Context: an optimization exercise on an open-source flow, tuned for small area. The choices shown serve that exercise and are no tape-out recipe.
Only simulation tests tie the RTL to the original design; equivalence was not proved.
Power and IR drop assume default switching activity.

### flow/run.sh
#!/bin/bash
# synth_recipe.tcl (not shown) runs the flow's synth.tcl, then flattens the netlist and writes it again
# the make line also repeats each setting of config.mk as NAME=value (left out here)
make -C /OpenROAD-flow-scripts/flow DESIGN_CONFIG=/design/flow/config.mk WORK_HOME=/design/flow/orfs CLKGATE_MAP_FILE= SYNTH_SCRIPT=/design/flow/synth_recipe.tcl finish
### flow/config.mk
export PLATFORM = sky130hd
export DESIGN_NAME = avc_sps_header_parser
export DESIGN_NICKNAME = avc_sps_header_parser
export VERILOG_FILES = /design/flow/design.v
export SDC_FILE = /design/flow/constraint.sdc
export NUM_CORES = 4
export LEC_CHECK = 0
export CAP_MARGIN = 20
export CORE_MARGIN = 2
export CORE_UTILIZATION = 40
export SLEW_MARGIN = 20
### flow/constraint.sdc
create_clock -name core_clock -period 20.0 [get_ports {clk}]
set_input_delay 4.0000 -clock core_clock [delete_from_list [all_inputs] [get_ports {clk}]]
set_output_delay 4.0000 -clock core_clock [all_outputs]
set_load 0.01 [all_outputs]
### flow/design.v
module avc_sps_header_parser
(
    input  logic          clk,
    input  logic          rst_n,
    input  logic          in_valid,
    output logic          in_ready,
    input  logic [7:0]    in_data_byte,
    input  logic          in_last_byte,
    output logic          out_valid,
    input  logic          out_ready,
    output logic [2:0]    out_status,
    output logic [7:0]    out_profile,
    output logic [7:0]    out_compat,
    output logic [7:0]    out_level,
    output logic [2:0]    out_nal_length_size,
    output logic [7:0]    out_ref_frames,
    output logic [15:0]   out_pixel_width,
    output logic [15:0]   out_pixel_height
);
    localparam logic [2:0] STS_OK          = 3'd0;
    localparam logic [2:0] STS_NO_SPS      = 3'd1;
    localparam logic [2:0] STS_NOT_SPS_NAL = 3'd2;
    localparam logic [2:0] STS_TRUNC       = 3'd3;
    localparam logic [2:0] STS_SCALING     = 3'd4;
    localparam logic [2:0] STS_GOLOMB      = 3'd5;
    localparam logic [2:0] STS_BAD_SIZE    = 3'd6;
    localparam logic [5:0] S_HDR    = 6'd0;
    localparam logic [5:0] S_ID     = 6'd1;
    localparam logic [5:0] S_CHROMA = 6'd2;
    localparam logic [5:0] S_SEP    = 6'd3;
    localparam logic [5:0] S_DEPL   = 6'd4;
    localparam logic [5:0] S_DEPC   = 6'd5;
    localparam logic [5:0] S_BYP    = 6'd6;
    localparam logic [5:0] S_MATRIX = 6'd7;
    localparam logic [5:0] S_LISTS  = 6'd8;
    localparam logic [5:0] S_LOG2   = 6'd9;
    localparam logic [5:0] S_POC    = 6'd10;
    localparam logic [5:0] S_POC1   = 6'd11;
    localparam logic [5:0] S_POCX   = 6'd12;
    localparam logic [5:0] S_MAXPOC = 6'd13;
    localparam logic [5:0] S_DELTA0 = 6'd14;
    localparam logic [5:0] S_OFFNR  = 6'd15;
    localparam logic [5:0] S_OFFTB  = 6'd16;
    localparam logic [5:0] S_CYCLE  = 6'd17;
    localparam logic [5:0] S_CYCOFF = 6'd18;
    localparam logic [5:0] S_REF    = 6'd19;
    localparam logic [5:0] S_REFSAT = 6'd20;
    localparam logic [5:0] S_GAPS   = 6'd21;
    localparam logic [5:0] S_W      = 6'd22;
    localparam logic [5:0] S_H      = 6'd23;
    localparam logic [5:0] S_FMO    = 6'd24;
    localparam logic [5:0] S_MBAFF  = 6'd25;
    localparam logic [5:0] S_DIRECT = 6'd26;
    localparam logic [5:0] S_CROPF  = 6'd27;
    localparam logic [5:0] S_CL     = 6'd28;
    localparam logic [5:0] S_CR     = 6'd29;
    localparam logic [5:0] S_CT     = 6'd30;
    localparam logic [5:0] S_CB     = 6'd31;
    localparam logic [5:0] S_CHECK  = 6'd32;
    localparam logic [5:0] S_DONE   = 6'd33;
    localparam logic [5:0] S_FIN    = 6'd34;
    logic [5:0]  step, step_n;
    logic [4:0]  zc, zc_n;            
    logic        suffix, suffix_n;
    logic [2:0]  idx, idx_n;          
    logic [4:0]  slot;                
    logic        act;                 
    logic        c_reg, z_reg;        
    logic [1:0]  chroma, chroma_n;
    logic        hp, hp_n;
    logic        fonly, fonly_n;
    logic [2:0]  status, status_n;
    logic        ov, ov_n;
    logic [7:0]  prof, compat, level;
    logic [2:0]  nal;
    logic [3:0]  rfe, rfo;            
    logic [18:0] we, wo, he, ho;      
    function automatic logic high_profile(input logic [7:0] p);
        case (p)
            8'd100, 8'd110, 8'd122, 8'd244, 8'd44, 8'd83, 8'd86, 8'd118: high_profile = 1'b1;
            default: high_profile = 1'b0;
        endcase
    endfunction
    logic hold, bit_in, slot0, slot_last, is_bitstep, act_now, commit;
    logic zc0, lead, g_done, g_ovf;
    assign hold       = ov & ~out_ready;
    assign bit_in     = in_data_byte[~idx];
    assign slot0      = (slot == 5'd0);
    assign slot_last  = (slot == 5'd18);
    assign is_bitstep = (step >= S_ID) && (step <= S_CB);
    assign act_now    = slot0 ? ((is_bitstep & in_valid) | (step == S_CHECK) | (step == S_FIN))
                              : act;
    assign commit     = act_now & slot_last & is_bitstep;
    assign zc0    = (zc == 5'd0);
    assign lead   = ~suffix & bit_in;
    assign g_done = zc0 & (suffix | bit_in);
    assign g_ovf  = ~suffix & ~bit_in & (zc == 5'd31);
    logic       op_add, op_load, op_dbl, sel_h, a_en, b_en, xfer;
    logic [5:0] a_pos, b_pos;
    logic [1:0] shw, shh, sh;
    assign shw = ((chroma == 2'd1) || (chroma == 2'd2)) ? 2'd1 : 2'd0;
    assign shh = {1'b0, (chroma == 2'd1)} + {1'b0, ~fonly};
    always_comb
    begin
        op_add  = 1'b0;
        op_load = 1'b0;
        op_dbl  = 1'b0;
        sel_h   = 1'b0;
        a_en    = 1'b0;
        b_en    = 1'b0;
        xfer    = 1'b0;
        a_pos   = {1'b0, zc};
        b_pos   = 6'd0;
        sh      = 2'd0;
        case (step)
            S_REF:
            begin
                if (lead)
                begin
                    op_load = 1'b1;
                    if (zc0)
                        xfer = 1'b1;
                    else
                    begin
                        a_en = 1'b1;
                        if (zc >= 5'd8)
                            a_pos = 6'd8;
                    end
                end
                else if (suffix)
                begin
                    op_add = 1'b1;
                    if (zc0)
                    begin
                        b_en = ~bit_in;
                        xfer = 1'b1;
                    end
                    else
                        a_en = bit_in;
                end
            end
            S_REFSAT:
            begin
                if (suffix & zc0)
                begin
                    op_add = 1'b1;
                    b_en   = 1'b1;
                    xfer   = 1'b1;
                end
            end
            S_CYCLE:
            begin
                sel_h = 1'b1;
                if (lead & ~zc0)
                begin
                    op_load = 1'b1;
                    a_en    = 1'b1;
                end
                else if (suffix)
                begin
                    op_add = 1'b1;
                    if (zc0)
                        b_en = ~bit_in;
                    else
                        a_en = bit_in;
                end
            end
            S_CYCOFF:
            begin
                sel_h = 1'b1;
                if (g_done)
                begin
                    op_add = 1'b1;
                    b_en   = 1'b1;
                end
            end
            S_W, S_H:
            begin
                sel_h = (step == S_H);
                a_pos = {1'b0, zc} + 6'd4;
                if (lead)
                begin
                    op_load = 1'b1;
                    a_en    = 1'b1;
                end
                else if (suffix)
                begin
                    op_add = 1'b1;
                    a_en   = bit_in;
                end
            end
            S_FMO:
            begin
                sel_h = 1'b1;
                if (~bit_in)
                begin
                    op_add = 1'b1;
                    op_dbl = 1'b1;
                end
            end
            S_CL, S_CR, S_CT, S_CB:
            begin
                sel_h = (step == S_CT) || (step == S_CB);
                sh    = sel_h ? shh : shw;
                a_pos = {4'd0, sh};
                b_pos = {1'b0, zc} + {4'd0, sh};
                if (lead & ~zc0)
                begin
                    op_add = 1'b1;
                    a_en   = 1'b1;
                    b_en   = 1'b1;
                end
                else if (suffix)
                begin
                    op_add = 1'b1;
                    b_en   = bit_in;
                end
            end
            default: ;
        endcase
    end
    logic [1:0] rw, rh, r, ypat, y, res;
    logic [5:0] j0, j1;
    logic       cin, op_on, fin_zero, ref_shift;
    logic [2:0] sum;
    logic [1:0] wd_w, wd_h;
    logic       z_in, z_out, fw_in, fh_in, fw_n, fh_n, low;
    assign rw   = {wo[18], we[18]};
    assign rh   = {ho[18], he[18]};
    assign r    = sel_h ? rh : rw;
    assign j0   = {slot, 1'b0};
    assign j1   = {slot, 1'b1};
    assign ypat = {(a_en & (j1 == a_pos)) | (b_en & (j1 >= b_pos)),
                   (a_en & (j0 == a_pos)) | (b_en & (j0 >= b_pos))};
    assign y    = op_dbl ? r : ypat;
    assign cin  = ~slot0 & c_reg;
    assign sum  = {1'b0, r} + {1'b0, y} + {2'b00, cin};
    assign res  = op_load ? ypat : sum[1:0];
    assign op_on    = act_now & is_bitstep & (op_add | op_load);
    assign fin_zero = act_now & (step == S_FIN) & (slot < 5'd8) & (status != STS_OK);
    assign wd_w     = fin_zero ? 2'b00 : (op_on & ~sel_h) ? res : rw;
    assign wd_h     = fin_zero ? 2'b00 : (op_on &  sel_h) ? res : rh;
    assign ref_shift = (slot < 5'd4) &
                       ((act_now & is_bitstep & xfer) | fin_zero);
    assign z_in  = slot0 | z_reg;
    assign z_out = z_in & (res == 2'b00);
    assign low   = (slot < 5'd8);
    assign fw_in = ~slot0 & z_reg;
    assign fh_in = ~slot0 & c_reg;
    assign fw_n  = low ? (fw_in | (rw != 2'b00)) : (fw_in & (rw == 2'b00));
    assign fh_n  = low ? (fh_in | (rh != 2'b00)) : (fh_in & (rh == 2'b00));
    logic acc, clr_hdr, ld_prof, ld_compat, ld_level, ld_nal;
    always_comb
    begin
        step_n    = step;
        zc_n      = zc;
        suffix_n  = suffix;
        idx_n     = idx;
        status_n  = status;
        chroma_n  = chroma;
        hp_n      = hp;
        fonly_n   = fonly;
        ov_n      = ov & ~out_ready;
        acc       = 1'b0;
        clr_hdr   = 1'b0;
        ld_prof   = 1'b0;
        ld_compat = 1'b0;
        ld_level  = 1'b0;
        ld_nal    = 1'b0;
        case (step)
            S_HDR:
            begin
                acc = ~hold;
                if (acc & in_valid)
                begin
                    zc_n = zc + 5'd1;
                    case (zc)
                        5'd0: clr_hdr   = 1'b1;
                        5'd1: ld_prof   = 1'b1;
                        5'd2: ld_compat = 1'b1;
                        5'd3: ld_level  = 1'b1;
                        5'd4: ld_nal    = 1'b1;
                        5'd5:
                            if (in_data_byte[4:0] == 5'd0)
                            begin
                                status_n = STS_NO_SPS;
                                step_n   = S_DONE;
                            end
                        5'd8:
                            if (in_data_byte != 8'h67)
                            begin
                                status_n = STS_NOT_SPS_NAL;
                                step_n   = S_DONE;
                            end
                        5'd9: hp_n = high_profile(in_data_byte);
                        5'd11:
                        begin
                            step_n   = S_ID;
                            zc_n     = 5'd0;
                            suffix_n = 1'b0;
                        end
                        default: ;
                    endcase
                end
            end
            S_DONE: acc = 1'b1;
            S_CHECK:
            begin
                if (act_now & slot_last)
                begin
                    status_n = (fw_n & fh_n) ? STS_OK : STS_BAD_SIZE;
                    step_n   = S_DONE;
                end
            end
            S_FIN:
            begin
                if (act_now & (slot == 5'd7))
                begin
                    ov_n   = 1'b1;
                    step_n = S_HDR;
                    zc_n   = 5'd0;
                end
            end
            default:
            begin
                if (commit)
                begin
                    if (~suffix)
                    begin
                        if (~bit_in)
                            zc_n = zc + 5'd1;
                        else if (~zc0)
                        begin
                            zc_n     = zc - 5'd1;
                            suffix_n = 1'b1;
                        end
                    end
                    else
                    begin
                        if (~zc0)
                            zc_n = zc - 5'd1;
                        else
                            suffix_n = 1'b0;
                    end
                    case (step)
                        S_ID:
                            if (g_done)
                            begin
                                step_n = hp ? S_CHROMA : S_LOG2;
                                if (~hp)
                                    chroma_n = 2'd1;
                            end
                        S_CHROMA:
                        begin
                            if (lead)
                                chroma_n = (zc == 5'd0) ? 2'd0 :
                                           (zc == 5'd1) ? 2'd2 :
                                           (zc == 5'd2) ? 2'd3 : 2'd1;
                            else if (suffix)
                            begin
                                if (((chroma == 2'd3) & bit_in) | ((chroma == 2'd2) & ~bit_in))
                                    chroma_n = 2'd1;
                            end
                            if (g_done)
                                step_n = (chroma_n == 2'd3) ? S_SEP : S_DEPL;
                        end
                        S_SEP:    step_n = S_DEPL;
                        S_DEPL:   if (g_done) step_n = S_DEPC;
                        S_DEPC:   if (g_done) step_n = S_BYP;
                        S_BYP:    step_n = S_MATRIX;
                        S_MATRIX: step_n = bit_in ? S_LISTS : S_LOG2;
                        S_LISTS:
                        begin
                            if (bit_in)
                            begin
                                status_n = STS_SCALING;
                                step_n   = S_DONE;
                            end
                            else if (zc == ((chroma == 2'd3) ? 5'd11 : 5'd7))
                            begin
                                step_n = S_LOG2;
                                zc_n   = 5'd0;
                            end
                        end
                        S_LOG2:   if (g_done) step_n = S_POC;
                        S_POC:
                        begin
                            if (g_done)
                                step_n = S_MAXPOC;
                            else if (lead)
                                step_n = (zc == 5'd1) ? S_POC1 : S_POCX;
                        end
                        S_POC1:   if (g_done) step_n = bit_in ? S_REF : S_DELTA0;
                        S_POCX:   if (g_done) step_n = S_REF;
                        S_MAXPOC: if (g_done) step_n = S_REF;
                        S_DELTA0: step_n = S_OFFNR;
                        S_OFFNR:  if (g_done) step_n = S_OFFTB;
                        S_OFFTB:  if (g_done) step_n = S_CYCLE;
                        S_CYCLE:  if (g_done) step_n = lead ? S_REF : S_CYCOFF;
                        S_CYCOFF: if (g_done & z_out) step_n = S_REF;
                        S_REF:
                        begin
                            if (g_done)
                                step_n = S_GAPS;
                            else if (lead & (zc >= 5'd8))
                                step_n = S_REFSAT;
                        end
                        S_REFSAT: if (g_done) step_n = S_GAPS;
                        S_GAPS:   step_n = S_W;
                        S_W:      if (g_done) step_n = S_H;
                        S_H:      if (g_done) step_n = S_FMO;
                        S_FMO:
                        begin
                            fonly_n = bit_in;
                            step_n  = bit_in ? S_DIRECT : S_MBAFF;
                        end
                        S_MBAFF:  step_n = S_DIRECT;
                        S_DIRECT: step_n = S_CROPF;
                        S_CROPF:  step_n = bit_in ? S_CL : S_CHECK;
                        S_CL:     if (g_done) step_n = S_CR;
                        S_CR:     if (g_done) step_n = S_CT;
                        S_CT:     if (g_done) step_n = S_CB;
                        S_CB:     if (g_done) step_n = S_CHECK;
                        default: ;
                    endcase
                    if ((step == S_SEP) || (step == S_BYP) || (step == S_MATRIX) ||
                        (step == S_DELTA0) || (step == S_GAPS) || (step == S_FMO) ||
                        (step == S_MBAFF) || (step == S_DIRECT) || (step == S_CROPF))
                    begin
                        zc_n     = zc;
                        suffix_n = suffix;
                    end
                    if (step == S_LISTS)
                    begin
                        suffix_n = suffix;
                        if (bit_in)
                            zc_n = zc;
                    end
                    if (g_ovf & (step != S_LISTS) & (step != S_SEP) & (step != S_BYP) &
                        (step != S_MATRIX) & (step != S_DELTA0) & (step != S_GAPS) &
                        (step != S_FMO) & (step != S_MBAFF) & (step != S_DIRECT) &
                        (step != S_CROPF))
                    begin
                        status_n = STS_GOLOMB;
                        step_n   = S_DONE;
                    end
                    idx_n = idx + 3'd1;
                    acc   = (idx == 3'd7) & (step_n != S_CHECK);
                end
            end
        endcase
        if (acc & in_valid)
        begin
            idx_n = 3'd0;
            if (in_last_byte)
            begin
                if (step_n != S_DONE)
                    status_n = STS_TRUNC;
                step_n = S_FIN;
            end
        end
    end
    assign in_ready = acc;
    always_ff @(posedge clk or negedge rst_n)
    begin
        if (!rst_n)
        begin
            step   <= S_HDR;
            zc     <= 5'd0;
            idx    <= 3'd0;
            slot   <= 5'd0;
            ov     <= 1'b0;
        end
        else
        begin
            step   <= step_n;
            zc     <= zc_n;
            idx    <= idx_n;
            slot   <= slot_last ? 5'd0 : slot + 5'd1;
            ov     <= ov_n;
        end
    end
    always_ff @(posedge clk)
    begin
        suffix <= suffix_n;
        status <= status_n;
        chroma <= chroma_n;
        hp     <= hp_n;
        fonly  <= fonly_n;
        act    <= act_now & ~((step == S_FIN) & (slot == 5'd7));
        c_reg  <= (step == S_CHECK) ? fh_n : sum[2];
        z_reg  <= (step == S_CHECK) ? fw_n : z_out;
    end
    logic [7:0] hdr_d;
    assign hdr_d = clr_hdr ? 8'd0 : in_data_byte;
    always_ff @(posedge clk)
    begin
        if (clr_hdr | ld_prof)
            prof <= hdr_d;
        if (clr_hdr | ld_compat)
            compat <= hdr_d;
        if (clr_hdr | ld_level)
            level <= hdr_d;
        if (clr_hdr | ld_nal)
            nal <= clr_hdr ? 3'd0 : ({1'b0, in_data_byte[1:0]} + 3'd1);
        if (ref_shift)
        begin
            rfe <= {rfe[2:0], res[0] & ~fin_zero};
            rfo <= {rfo[2:0], res[1] & ~fin_zero};
        end
    end
    always_ff @(posedge clk)
    begin
        if (!ov)
        begin
            we[7:0] <= {we[6:0], wd_w[0]};
            wo[7:0] <= {wo[6:0], wd_w[1]};
            he[7:0] <= {he[6:0], wd_h[0]};
            ho[7:0] <= {ho[6:0], wd_h[1]};
        end
        we[18:8] <= we[17:7];
        wo[18:8] <= wo[17:7];
        he[18:8] <= he[17:7];
        ho[18:8] <= ho[17:7];
    end
    assign out_valid           = ov;
    assign out_status          = status;
    assign out_profile         = prof;
    assign out_compat          = compat;
    assign out_level           = level;
    assign out_nal_length_size = nal;
    genvar m;
    generate
        for (m = 0; m < 4; m++)
        begin : g_ref
            assign out_ref_frames[2*m]     = rfe[3-m];
            assign out_ref_frames[2*m + 1] = rfo[3-m];
        end
        for (m = 0; m < 8; m++)
        begin : g_size
            assign out_pixel_width[2*m]      = we[7-m];
            assign out_pixel_width[2*m + 1]  = wo[7-m];
            assign out_pixel_height[2*m]     = he[7-m];
            assign out_pixel_height[2*m + 1] = ho[7-m];
        end
    endgenerate
endmodule
==> results.sh, run 1 <==
export IMPL_ys_flop_type="edfxtp_1"
export IMPL_postCtsSetupBuffers=0
export IMPL_clock_path_buffers=2
export IMPL_remaining_drc_errors=0
export IMPL_grt_overflow_total=0
export IMPL_grt_pass1_wl_um=38900
export IMPL_seqCellArea_mm2=0.00366
export IMPL_die_h_um=148
export IMPL_place_ws_ps=8390
export IMPL_hold_viol_final=0
export IMPL_worst_path_buf_inv=3
export IMPL_synthArstFlopShare_pct=14.1
export IMPL_max_cap_violations=0
export IMPL_ctsResizeCount=0
export IMPL_pin_count=85
export IMPL_setup_viol=0
export IMPL_synth_top_area_share_pct=26.2
export IMPL_synth_top_cell_by_area="edfxtp_1"
export IMPL_min_period_over_period_pct=58.3
export IMPL_drive_gt1_share_pct=7.75
export IMPL_fmaxAchievable_mhz=85.7
export IMPL_hold_class="reg2reg"
export IMPL_syn_area_mm2=0.00825
export IMPL_synthTopCellsByArea="edfxtp_1 26%, dfxtp_1 12%, dfrtp_1 6.1%, ha_1 4.7%, nor2_1 3.8%"
export IMPL_ys_seq_area_share_pct=44.4
export IMPL_synthToLayoutAreaGrowth_pct=16.4
export IMPL_grt_pass1_vias=6646
export IMPL_irDropWorstVdd_mv=0.0679
export IMPL_core_area_mm2=0.0202
export IMPL_cts_num_sinks=142
export IMPL_worst_slack_ps=8330
export IMPL_critical_path_required_ps=16000
export IMPL_start_kind="primary input"
export IMPL_start_util_pct=40.7
export IMPL_clock_latency_ps=420
export IMPL_syn_instance_count=858
export IMPL_rsz0062_at_grt="no"
export IMPL_tightest_slew_ps=1070
export IMPL_dp_final_hpwl_um=17800
export IMPL_ys_ff_latch=142
export IMPL_synth_edf_count=72
export IMPL_die_area_mm2=0.0218
export IMPL_slew_violations=0
export IMPL_antenna_found_initial=0
export IMPL_final_setup_tns_ps=0
export IMPL_wl_per_cell_um=21.2
export IMPL_multiInputGateArea_mm2=0.00402
export IMPL_avgSynthCellArea_um2=9.61
export IMPL_worstPathArrival_ps=7670
export IMPL_relSlewSlack_pct=27.8
export IMPL_cts_tree="done"
export IMPL_cts_clk_slew_worst_paths_ps=60
export IMPL_critical_path_most_common_cell="clkdlybuf4s50_1"
export IMPL_rows=52
export IMPL_cts_htree_levels=4
export IMPL_grt_max_degree=46
export IMPL_place_gp_congestion=1.03
export IMPL_antenna_left=0
export IMPL_final_nets=937
export IMPL_ys_types=88
export IMPL_grt_use_total_pct=23.2
export IMPL_powerDensity_mw_per_mm2=114
export IMPL_root_buffer="clkbuf_16"
export IMPL_via_per_inst=5.95
export IMPL_ctsHoldBuffers=0
export IMPL_fin_skew_ps=15.5
export IMPL_diodes=0
export IMPL_worstSetupEndpointType="primary output"
export IMPL_fillerInstances=1922
export IMPL_cp_top_family="buffers and inverters"
export IMPL_die_x_um=148
export IMPL_cts_buffers=17
export IMPL_drtPass1Iterations=6
export IMPL_wl_um=24900
export IMPL_slowest_stage="clkdlybuf4s50_1"
export IMPL_period_minus_slack_ps=11670
export IMPL_synth_nets=905
export IMPL_total_leakage_power_nw=3.58
export IMPL_io_buffers=84
export IMPL_crit_type="in2out"
export IMPL_synth_warnings=1
export IMPL_critical_path_max_stage_delay_ps=610
export IMPL_drt_initial_drc_count=807
export IMPL_num_vias=6984
export IMPL_crit_fanout=16
export IMPL_status="complete, no violations"
export IMPL_path_cells="clkdlybuf4s50_1 > mux2_2 > o22a_1 > nand2_2 > inv_2 > o221ai_1 > or3_1 > o21ai_2 > o21ai_1 > nor3_1 > nor2_1 > clkdlybuf4s50_1"
==> cell families (layout without fill, tap and decap cells) <==
logic type / count (synthesis) / after routing / share of synthesized area, %
multiplexers: 10 / 10 / 1.34
flip-flops: 142 / 142 / 44.4
XOR/XNOR: 14 / 14 / 1.49
AND/OR/NAND/NOR: 308 / 308 / 19.8
buffers and inverters: 106 / 151 / 6.87
AO/OA/AOI/OAI: 244 / 244 / 20.7
adder cells (fa/ha/maj): 34 / 34 / 5.43
==> cell usage after synthesis, types with 12 or more instances <==
library cell,count
nand2b_1,21
dfrtp_1,20
nand2_1,58
buf_2,18
buf_4,37
a21oi_1,52
ha_1,31
o21ai_0,38
nor2_1,83
a211oi_1,13
o22ai_1,17
dfxtp_1,50
nand3_1,21
edfxtp_1,72
and2_1,12
nor3_1,21
clkbuf_1,23
nor2b_1,24
inv_1,22
==> report_power, final <==
| group | internal, mW | switching (mW) | total (mW) |
|---|---|---|---|
| Combinational | 0.147 | 0.274 | 0.421 |
| Sequential | 0.336 | 0.0306 | 0.366 |
| Clock | 0.174 | 0.133 | 0.307 |
| Total | 0.657 | 0.438 | 1.09 |
==> layout make-up <==
class / instances / share of cell area [%]
tap: 270 / 3.52
sequential: 142 / 38.2
clock inverter: 13 / 1.13
inverter: 24 / 0.939
clock buffer: 19 / 4.84
timing repair buffer: 95 / 9.57
multi-input combinational: 610 / 41.8
==> worst paths after layout <==
check                                 from   endpoint  slack, ps  cells past startpoint
max                        in_data_byte[2]   in_ready       8330                     12
min                                 ho[11]     ho[12]        320                      0
max reg2reg                        step[3]  status[0]      14270                     25
min reg2reg                         ho[11]     ho[12]        320                      0
max in group asynchronous            rst_n    step[0]      16050                      1
min in group asynchronous            rst_n    slot[2]       3570                      1
==> placed cells by master (no fill, tap or decap), types with 22 or more instances in the layout <==
cell              n
nor2b_1          24
nand2_1          58
edfxtp_1         72
o21ai_0          38
nor2_1           83
a21oi_1          52
clkdlybuf4s50_1  83
dfxtp_1          50
inv_1            22
ha_1             31
==> stage by stage <==
step	area [um2]	util, %	std cells	power (mW)	hold WS, ps
after detailed placement	9020	44.6	1141	0.777	312
after global placement	9030	44.6	1141	0.779	311
after global routing	9600	47.4	1173	1.15	323
after floorplan	8250	-	858	0.656	310
after CTS	9600	47.4	1173	1.09	319
final	9600	47.4	1173	1.09	318
==> per-layer routing <==
layer / up-vias / track usage (%) / share of wire, %
met1: 3354 / 32.4 / 44
met2: 332 / 34.7 / 44
li1: 3240 / - / -
met4: 0 / 9.76 / 3.5
met3: 58 / 5.22 / 7.6
met5: - / 0 / 0
==> worst reg2reg max path, cell delays in order (launching register included) <==
cell      delay, ps
dfrtp_1         320
buf_4           400
and4b_1         620
nand2_1         130
nand2_1          90
o21ai_0         160
inv_1           120
ha_1            140
inv_1            40
fa_1            390
nand2b_1        170
xnor2_1         150
nand2_1          90
ha_1            320
a21o_1          180
a211oi_1        260
nor2_1           70
a211oi_1        260
fa_1            220
inv_1            50
fa_1            430
nand2b_1        160
a21oi_1         150
o31ai_1         140
o22ai_1         370
a32oi_1         160
==> run 2, diff against run 1 <==
--- a/flow/design.v
+++ b/flow/design.v
@@ -26,38 +26,37 @@
     localparam logic [2:0] STS_BAD_SIZE    = 3'd6;
     localparam logic [5:0] S_HDR    = 6'd0;
-    localparam logic [5:0] S_ID     = 6'd1;
-    localparam logic [5:0] S_CHROMA = 6'd2;
-    localparam logic [5:0] S_SEP    = 6'd3;
-    localparam logic [5:0] S_DEPL   = 6'd4;
-    localparam logic [5:0] S_DEPC   = 6'd5;
-    localparam logic [5:0] S_BYP    = 6'd6;
-    localparam logic [5:0] S_MATRIX = 6'd7;
-    localparam logic [5:0] S_LISTS  = 6'd8;
-    localparam logic [5:0] S_LOG2   = 6'd9;
-    localparam logic [5:0] S_POC    = 6'd10;
-    localparam logic [5:0] S_POC1   = 6'd11;
-    localparam logic [5:0] S_POCX   = 6'd12;
-    localparam logic [5:0] S_MAXPOC = 6'd13;
-    localparam logic [5:0] S_DELTA0 = 6'd14;
-    localparam logic [5:0] S_OFFNR  = 6'd15;
-    localparam logic [5:0] S_OFFTB  = 6'd16;
-    localparam logic [5:0] S_CYCLE  = 6'd17;
-    localparam logic [5:0] S_CYCOFF = 6'd18;
-    localparam logic [5:0] S_REF    = 6'd19;
-    localparam logic [5:0] S_REFSAT = 6'd20;
-    localparam logic [5:0] S_GAPS   = 6'd21;
-    localparam logic [5:0] S_W      = 6'd22;
-    localparam logic [5:0] S_H      = 6'd23;
-    localparam logic [5:0] S_FMO    = 6'd24;
-    localparam logic [5:0] S_MBAFF  = 6'd25;
-    localparam logic [5:0] S_DIRECT = 6'd26;
-    localparam logic [5:0] S_CROPF  = 6'd27;
-    localparam logic [5:0] S_CL     = 6'd28;
-    localparam logic [5:0] S_CR     = 6'd29;
-    localparam logic [5:0] S_CT     = 6'd30;
-    localparam logic [5:0] S_CB     = 6'd31;
-    localparam logic [5:0] S_CHECK  = 6'd32;
-    localparam logic [5:0] S_DONE   = 6'd33;
-    localparam logic [5:0] S_FIN    = 6'd34;
+    localparam logic [5:0] S_SEP    = 6'd1;
+    localparam logic [5:0] S_BYP    = 6'd2;
+    localparam logic [5:0] S_MATRIX = 6'd3;
+    localparam logic [5:0] S_LISTS  = 6'd4;
+    localparam logic [5:0] S_DELTA0 = 6'd5;
+    localparam logic [5:0] S_GAPS   = 6'd6;
+    localparam logic [5:0] S_FMO    = 6'd7;
+    localparam logic [5:0] S_MBAFF  = 6'd8;
+    localparam logic [5:0] S_DIRECT = 6'd9;
+    localparam logic [5:0] S_CROPF  = 6'd10;
+    localparam logic [5:0] S_CHECK  = 6'd11;
+    localparam logic [5:0] S_DONE   = 6'd12;
+    localparam logic [5:0] S_FIN    = 6'd13;
+    localparam logic [5:0] S_ID     = 6'd32;
+    localparam logic [5:0] S_CHROMA = 6'd33;
+    localparam logic [5:0] S_DEPL   = 6'd34;
+    localparam logic [5:0] S_DEPC   = 6'd35;
+    localparam logic [5:0] S_LOG2   = 6'd36;
+    localparam logic [5:0] S_POC    = 6'd37;
+    localparam logic [5:0] S_POC1   = 6'd38;
+    localparam logic [5:0] S_MAXPOC = 6'd39;
+    localparam logic [5:0] S_OFFNR  = 6'd40;
+    localparam logic [5:0] S_OFFTB  = 6'd41;
+    localparam logic [5:0] S_CYCLE  = 6'd42;
+    localparam logic [5:0] S_CYCOFF = 6'd43;
+    localparam logic [5:0] S_REF    = 6'd44;
+    localparam logic [5:0] S_REFSAT = 6'd45;
+    localparam logic [5:0] S_W      = 6'd46;
+    localparam logic [5:0] S_H      = 6'd47;
+    localparam logic [5:0] S_CL     = 6'd48;
+    localparam logic [5:0] S_CR     = 6'd49;
+    localparam logic [5:0] S_CT     = 6'd50;
+    localparam logic [5:0] S_CB     = 6'd51;
     logic [5:0]  step, step_n;
     logic [4:0]  zc, zc_n;            
@@ -82,5 +81,5 @@
         endcase
     endfunction
-    logic hold, bit_in, slot0, slot_last, is_bitstep, act_now, commit;
+    logic is_ue, hold, bit_in, slot0, slot_last, is_bitstep, act_now, commit;
     logic zc0, lead, g_done, g_ovf;
     assign hold       = ov & ~out_ready;
@@ -88,5 +87,6 @@
     assign slot0      = (slot == 5'd0);
     assign slot_last  = (slot == 5'd18);
-    assign is_bitstep = (step >= S_ID) && (step <= S_CB);
+    assign is_ue      = step[5];
+    assign is_bitstep = step[5] | ((step != S_HDR) && (step <= S_CROPF));
     assign act_now    = slot0 ? ((is_bitstep & in_valid) | (step == S_CHECK) | (step == S_FIN))
                               : act;
@@ -96,21 +96,19 @@
     assign g_done = zc0 & (suffix | bit_in);
     assign g_ovf  = ~suffix & ~bit_in & (zc == 5'd31);
-    logic       op_add, op_load, op_dbl, sel_h, a_en, b_en, xfer;
-    logic [5:0] a_pos, b_pos;
-    logic [1:0] shw, shh, sh;
+    logic       op_on_b, op_load, op_sub, op_dbl, y_en, sel_h, xfer;
+    logic [5:0] pos;
+    logic [1:0] shw, shh, off;
     assign shw = ((chroma == 2'd1) || (chroma == 2'd2)) ? 2'd1 : 2'd0;
     assign shh = {1'b0, (chroma == 2'd1)} + {1'b0, ~fonly};
     always_comb
     begin
-        op_add  = 1'b0;
+        op_on_b = 1'b0;
         op_load = 1'b0;
+        op_sub  = 1'b0;
         op_dbl  = 1'b0;
+        y_en    = 1'b0;
         sel_h   = 1'b0;
-        a_en    = 1'b0;
-        b_en    = 1'b0;
         xfer    = 1'b0;
-        a_pos   = {1'b0, zc};
-        b_pos   = 6'd0;
-        sh      = 2'd0;
+        off     = 2'd0;
         case (step)
             S_REF:
@@ -118,105 +116,80 @@
                 if (lead)
                 begin
+                    op_on_b = 1'b1;
                     op_load = 1'b1;
-                    if (zc0)
-                        xfer = 1'b1;
-                    else
-                    begin
-                        a_en = 1'b1;
-                        if (zc >= 5'd8)
-                            a_pos = 6'd8;
-                    end
+                    y_en    = ~zc0 & (zc < 5'd8);
+                    xfer    = zc0;
                 end
                 else if (suffix)
                 begin
-                    op_add = 1'b1;
-                    if (zc0)
-                    begin
-                        b_en = ~bit_in;
-                        xfer = 1'b1;
-                    end
-                    else
-                        a_en = bit_in;
+                    op_on_b = 1'b1;
+                    y_en    = zc0 ? ~bit_in : bit_in;
+                    op_sub  = zc0;
+                    xfer    = zc0;
                 end
             end
             S_REFSAT:
             begin
-                if (suffix & zc0)
-                begin
-                    op_add = 1'b1;
-                    b_en   = 1'b1;
-                    xfer   = 1'b1;
-                end
+                op_on_b = suffix & zc0;
+                y_en    = 1'b1;
+                op_sub  = 1'b1;
+                xfer    = 1'b1;
             end
             S_CYCLE:
             begin
                 sel_h = 1'b1;
-                if (lead & ~zc0)
+                if (lead)
                 begin
+                    op_on_b = ~zc0;
                     op_load = 1'b1;
-                    a_en    = 1'b1;
+                    y_en    = 1'b1;
                 end
                 else if (suffix)
                 begin
-                    op_add = 1'b1;
-                    if (zc0)
-                        b_en = ~bit_in;
-                    else
-                        a_en = bit_in;
+                    op_on_b = 1'b1;
+                    y_en    = zc0 ? ~bit_in : bit_in;
+                    op_sub  = zc0;
                 end
             end
             S_CYCOFF:
             begin
-                sel_h = 1'b1;
-                if (g_done)
-                begin
-                    op_add = 1'b1;
-                    b_en   = 1'b1;
-                end
+                sel_h   = 1'b1;
+                op_on_b = g_done;
+                y_en    = 1'b1;
+                op_sub  = 1'b1;
             end
             S_W, S_H:
             begin
-                sel_h = (step == S_H);
-                a_pos = {1'b0, zc} + 6'd4;
-                if (lead)
-                begin
-                    op_load = 1'b1;
-                    a_en    = 1'b1;
-                end
-                else if (suffix)
-                begin
-                    op_add = 1'b1;
-                    a_en   = bit_in;
-                end
+                sel_h   = step[0];
+                off     = 2'd3;
+                op_on_b = bit_in;
+                op_load = lead;
+                y_en    = 1'b1;
             end
             S_FMO:
             begin
-                sel_h = 1'b1;
-                if (~bit_in)
-                begin
-                    op_add = 1'b1;
-                    op_dbl = 1'b1;
-                end
+                sel_h   = 1'b1;
+                op_on_b = ~bit_in;
+                op_dbl  = 1'b1;
             end
             S_CL, S_CR, S_CT, S_CB:
             begin
-                sel_h = (step == S_CT) || (step == S_CB);
-                sh    = sel_h ? shh : shw;
-                a_pos = {4'd0, sh};
-                b_pos = {1'b0, zc} + {4'd0, sh};
-                if (lead & ~zc0)
+                sel_h = step[1];
+                off   = sel_h ? shh : shw;
+                if (suffix & zc0)
                 begin
-                    op_add = 1'b1;
-                    a_en   = 1'b1;
-                    b_en   = 1'b1;
+                    op_on_b = ~bit_in;
+                    y_en    = 1'b1;
                 end
-                else if (suffix)
+                else
                 begin
-                    op_add = 1'b1;
-                    b_en   = bit_in;
+                    op_on_b = bit_in & ~zc0;
+                    y_en    = 1'b1;
+                    op_sub  = 1'b1;
                 end
             end
             default: ;
         endcase
+        pos = {1'b0, zc} + ((off == 2'd3) ? 6'd4 : {4'd0, off});
     end
     logic [1:0] rw, rh, r, ypat, y, res;
@@ -231,11 +204,10 @@
     assign j0   = {slot, 1'b0};
     assign j1   = {slot, 1'b1};
-    assign ypat = {(a_en & (j1 == a_pos)) | (b_en & (j1 >= b_pos)),
-                   (a_en & (j0 == a_pos)) | (b_en & (j0 >= b_pos))};
-    assign y    = op_dbl ? r : ypat;
-    assign cin  = ~slot0 & c_reg;
+    assign ypat = {2{y_en & (slot == pos[5:1])}} & {pos[0], ~pos[0]};
+    assign y    = op_dbl ? r : (ypat ^ {2{op_sub}});
+    assign cin  = slot0 ? op_sub : c_reg;
     assign sum  = {1'b0, r} + {1'b0, y} + {2'b00, cin};
     assign res  = op_load ? ypat : sum[1:0];
-    assign op_on    = act_now & is_bitstep & (op_add | op_load);
+    assign op_on    = act_now & is_bitstep & op_on_b;
     assign fin_zero = act_now & (step == S_FIN) & (slot < 5'd8) & (status != STS_OK);
     assign wd_w     = fin_zero ? 2'b00 : (op_on & ~sel_h) ? res : rw;
@@ -389,8 +361,7 @@
                                 step_n = S_MAXPOC;
                             else if (lead)
-                                step_n = (zc == 5'd1) ? S_POC1 : S_POCX;
+                                step_n = (zc == 5'd1) ? S_POC1 : S_MAXPOC;
                         end
                         S_POC1:   if (g_done) step_n = bit_in ? S_REF : S_DELTA0;
-                        S_POCX:   if (g_done) step_n = S_REF;
                         S_MAXPOC: if (g_done) step_n = S_REF;
                         S_DELTA0: step_n = S_OFFNR;
@@ -424,21 +395,11 @@
                         default: ;
                     endcase
-                    if ((step == S_SEP) || (step == S_BYP) || (step == S_MATRIX) ||
-                        (step == S_DELTA0) || (step == S_GAPS) || (step == S_FMO) ||
-                        (step == S_MBAFF) || (step == S_DIRECT) || (step == S_CROPF))
-                    begin
-                        zc_n     = zc;
-                        suffix_n = suffix;
-                    end
-                    if (step == S_LISTS)
+                    if (~is_ue)
                     begin
                         suffix_n = suffix;
-                        if (bit_in)
+                        if ((step != S_LISTS) | bit_in)
                             zc_n = zc;
                     end
-                    if (g_ovf & (step != S_LISTS) & (step != S_SEP) & (step != S_BYP) &
-                        (step != S_MATRIX) & (step != S_DELTA0) & (step != S_GAPS) &
-                        (step != S_FMO) & (step != S_MBAFF) & (step != S_DIRECT) &
-                        (step != S_CROPF))
+                    else if (g_ovf)
                     begin
                         status_n = STS_GOLOMB;
==> run 2 against run 1 <==
Net effect:
- still clean on timing, DRC and antenna
- clock skew down 7.0 ps
- worst setup slack lost 2200 ps
- worst hold slack improved by 0.73 ps
- synthesized area down 3.4%
- design area decreased by 2.7%
- synthesized cell count down 4.2%
- count of clock-buffer cells in the layout is 1 lower
- sequential power down about 10%
- critical path type unchanged
- highest routed layer unchanged
==> results.sh, run 2 <==
export IMPL_fillerInstances=1876
export IMPL_die_x_um=145
export IMPL_synth_nets=859
export IMPL_p_seq_share_pct=40.0
export IMPL_crit_type="in2out"
export IMPL_place_gp_congestion=0.958
export IMPL_synthArstFlopShare_pct=14.1
export IMPL_ctsHoldBuffers=0
export IMPL_power_frac_comb_pct=22.0
export IMPL_diodes=0
export IMPL_power_internal_mw=0.558
export IMPL_die_h_um=145
export IMPL_ys_flop_type="edfxtp_1"
export IMPL_io_buffers=84
export IMPL_root_buffer="clkbuf_16"
export IMPL_clock_latency_ps=420
export IMPL_remaining_drc_errors=0
export IMPL_final_util_pct=47.8
export IMPL_final_nets=895
export IMPL_synth_common_cells="72 x edfxtp_1, 72 x nor2_1, 63 x nand2_1, 52 x o21ai_0, 50 x dfxtp_1"
export IMPL_min_period_over_period_pct=69.3
export IMPL_hold_viol_final=0
export IMPL_syn_area_mm2=0.00797
export IMPL_hold_depth=0
export IMPL_antenna_left=0
export IMPL_drive_gt1_share_pct=9.41
export IMPL_setup_viol=0
export IMPL_worstPathArrival_ps=9860
export IMPL_pin_count=85
export IMPL_max_cap_violations=0
export IMPL_period_minus_slack_ps=13860
export IMPL_fin_skew_ps=8.56
export IMPL_grt_pass1_vias=6119
export IMPL_drt_initial_drc_count=1016
export IMPL_tightest_slew_ps=821
export IMPL_grt_max_degree=36
export IMPL_rsz0062_at_grt="no"
export IMPL_cts_htree_levels=4
export IMPL_drtPass1Iterations=6
export IMPL_crit_fanout=14
export IMPL_final_cell_mix="83 x clkdlybuf4s50_1, 72 x nor2_1, 72 x edfxtp_1"
export IMPL_irDropWorstVdd_mv=0.0576
export IMPL_avgSynthCellArea_um2=9.69
export IMPL_grt_pass1_wl_um=36100
export IMPL_status="complete, no violations"
export IMPL_dp_final_hpwl_um=16400
export IMPL_start_kind="primary input"
export IMPL_synthToLayoutAreaGrowth_pct=17.3
export IMPL_dp_cells=1104
export IMPL_rows=51
export IMPL_synth_warnings=1
export IMPL_ys_ff_latch=142
export IMPL_wl_per_cell_um=20.5
export IMPL_layout_commonest_cell="clkdlybuf4s50_1"
export IMPL_clock_path_buffers=2
export IMPL_powerDensity_mw_per_mm2=87.7
export IMPL_worstSetupEndpointType="primary output"
export IMPL_net_switching_power_mw=0.262
export IMPL_syn_instance_count=822
export IMPL_synthTopCellsByArea="edfxtp_1 27%, dfxtp_1 13%, dfrtp_1 6.3%, buf_4 3.5%, nor2_1 3.4%"
export IMPL_ys_seq_area_share_pct=46.0
export IMPL_cts_tree="done"
export IMPL_wl_um=23200
export IMPL_hold_class="reg2reg"
export IMPL_final_setup_tns_ps=0
export IMPL_core_area_mm2=0.0195
export IMPL_grt_use_total_pct=22.0
export IMPL_fmaxAchievable_mhz=72.2
export IMPL_switching_share_pct=32.0
export IMPL_critical_path_required_ps=16000
export IMPL_p_clk_share_pct=38.0
export IMPL_ys_types=93
export IMPL_slew_violations=0
export IMPL_total_leakage_power_nw=3.50
export IMPL_relSlewSlack_pct=43.8
export IMPL_r2r_cells=25
export IMPL_antenna_found_initial=0
export IMPL_cts_buffers=17
export IMPL_grt_overflow_total=0
export IMPL_die_area_mm2=0.0211
export IMPL_start_util_pct=40.8
export IMPL_synth_top_cell_by_area="edfxtp_1"
export IMPL_via_per_inst=5.89
export IMPL_synth_edf_count=72
export IMPL_instances_no_fill=1136
export IMPL_cts_num_sinks=142
export IMPL_cts_clk_slew_worst_paths_ps=70
export IMPL_num_vias=6689
export IMPL_postCtsSetupBuffers=0
export IMPL_ctsResizeCount=0
export IMPL_synth_top_area_share_pct=27.1
-- run 2: worst paths after layout --
kind	endpoint	slack [ps]	startpoint
hold / removal	he[9]	320	he[8]
setup / recovery	in_ready	6140	in_data_byte[2]
setup reg to reg	step[0]	12820	step[5]
max in group asynchronous	slot[1]	16050	rst_n
hold reg to reg	he[9]	320	he[8]
min in group asynchronous	slot[4]	3570	rst_n
-- run 2: worst max-delay path: stages --
cell             delay (ps)
clkdlybuf4s50_1         620
mux2i_1                 160
a22oi_2                 370
nand2_2                 320
inv_2                   330
ha_1                    280
nand2_1                  70
a32o_1                  160
and3_1                  180
nor2b_1                 200
xnor2_1                 140
a21oi_1                 100
fa_1                    420
fa_1                    500
or2_2                   170
a211oi_2                 90
nor4_2                  260
o21ai_0                 210
nor4b_4                 380
nand3_1                 130
a31o_2                  260
clkdlybuf4s50_1         470
-- run 2: power groups by stage --
stage	registers [mW]	logic, mW	clock network (mW)
2_1_floorplan	0.331	0.132	0
3_3_place_gp	0.334	0.176	0
3_5_place_dp	0.334	0.175	0
4_1_cts	0.328	0.176	0.318
5_1_grt	0.330	0.195	0.331
6_report	0.328	0.180	0.311
-- run 2: cells by family (layout without fill, tap and decap cells) --
| group | after synthesis | after routing | synth area share, % |
|---|---|---|---|
| buffers and inverters | 110 | 159 | 7.30 |
| AO/OA/AOI/OAI | 222 | 222 | 19.4 |
| multiplexers | 13 | 13 | 1.70 |
| adder cells (fa/ha/maj) | 28 | 28 | 4.55 |
| flip-flops | 142 | 142 | 46.0 |
| XOR/XNOR | 12 | 12 | 1.32 |
| AND/OR/NAND/NOR | 295 | 295 | 19.8 |
-- run 2: per-layer routing --
layer  vias to the layer above  track usage [%]  part of all wire (%)
li1                       3088                -                     -
met4                         0             10.2                   4.0
met2                       331             32.2                    44
met5                         -                0                     0
met1                      3189             31.4                    44
met3                        81             3.99                   7.7
-- run 2: layout make-up --
class                           instances  area [um2]  area share, %
Multi-Input combinational cell        570        3720           39.8
Sequential cell                       142        3660           39.2
Timing Repair Buffer                   97         933           9.99
Clock buffer                           18         429           4.59
Tap cell                              265         332           3.55
Clock inverter                         14         150           1.61
Inverter                               30         113           1.21
-- run 2: metrics by stage --
step           worst slack, ps  area (um2)  hold WS (ps)  total power, mW
2_1_floorplan             7880        7970           310            0.463
3_3_place_gp              6430        8770           312            0.510
3_5_place_dp              6270        8770           312            0.510
4_1_cts                   6240        9350           324            0.822
5_1_grt                   5810        9340           332            0.856
6_report                  6140        9340           319            0.820

==> static timing again, ports no longer ideal <==
No port has a modelled driver above. Below, the same layouts with a new extraction and two added sets of constraints. Step 1 (the two cells are an assumption about what drives the block):
set clk [get_ports {clk}]
set_driving_cell -lib_cell sky130_fd_sc_hd__clkbuf_16 $clk
set_driving_cell -lib_cell sky130_fd_sc_hd__buf_2 [delete_from_list [all_inputs] $clk]
Step 2, shift: input delay + t, output delay - t, t = (earliest + latest rising clock arrival at the registers) / 2. This alone moves slack from input paths to output paths. Slacks: no drivers / after step 1 / after step 2; pairs: no drivers / after step 1.
| run | t, ns | slack for setup (ns) | slew at the worst register clock pin (ns) | pins driven straight from the clock port |
|---|---|---|---|---|
| run 1 | 0.460 | 8.330 / 8.306 / 8.306 | 0.07 / 0.07 | 1 |
| run 2 | 0.464 | 6.141 / 6.117 / 6.117 | 0.07 / 0.07 | 1 |
After both steps setup and hold are still met in every run listed.
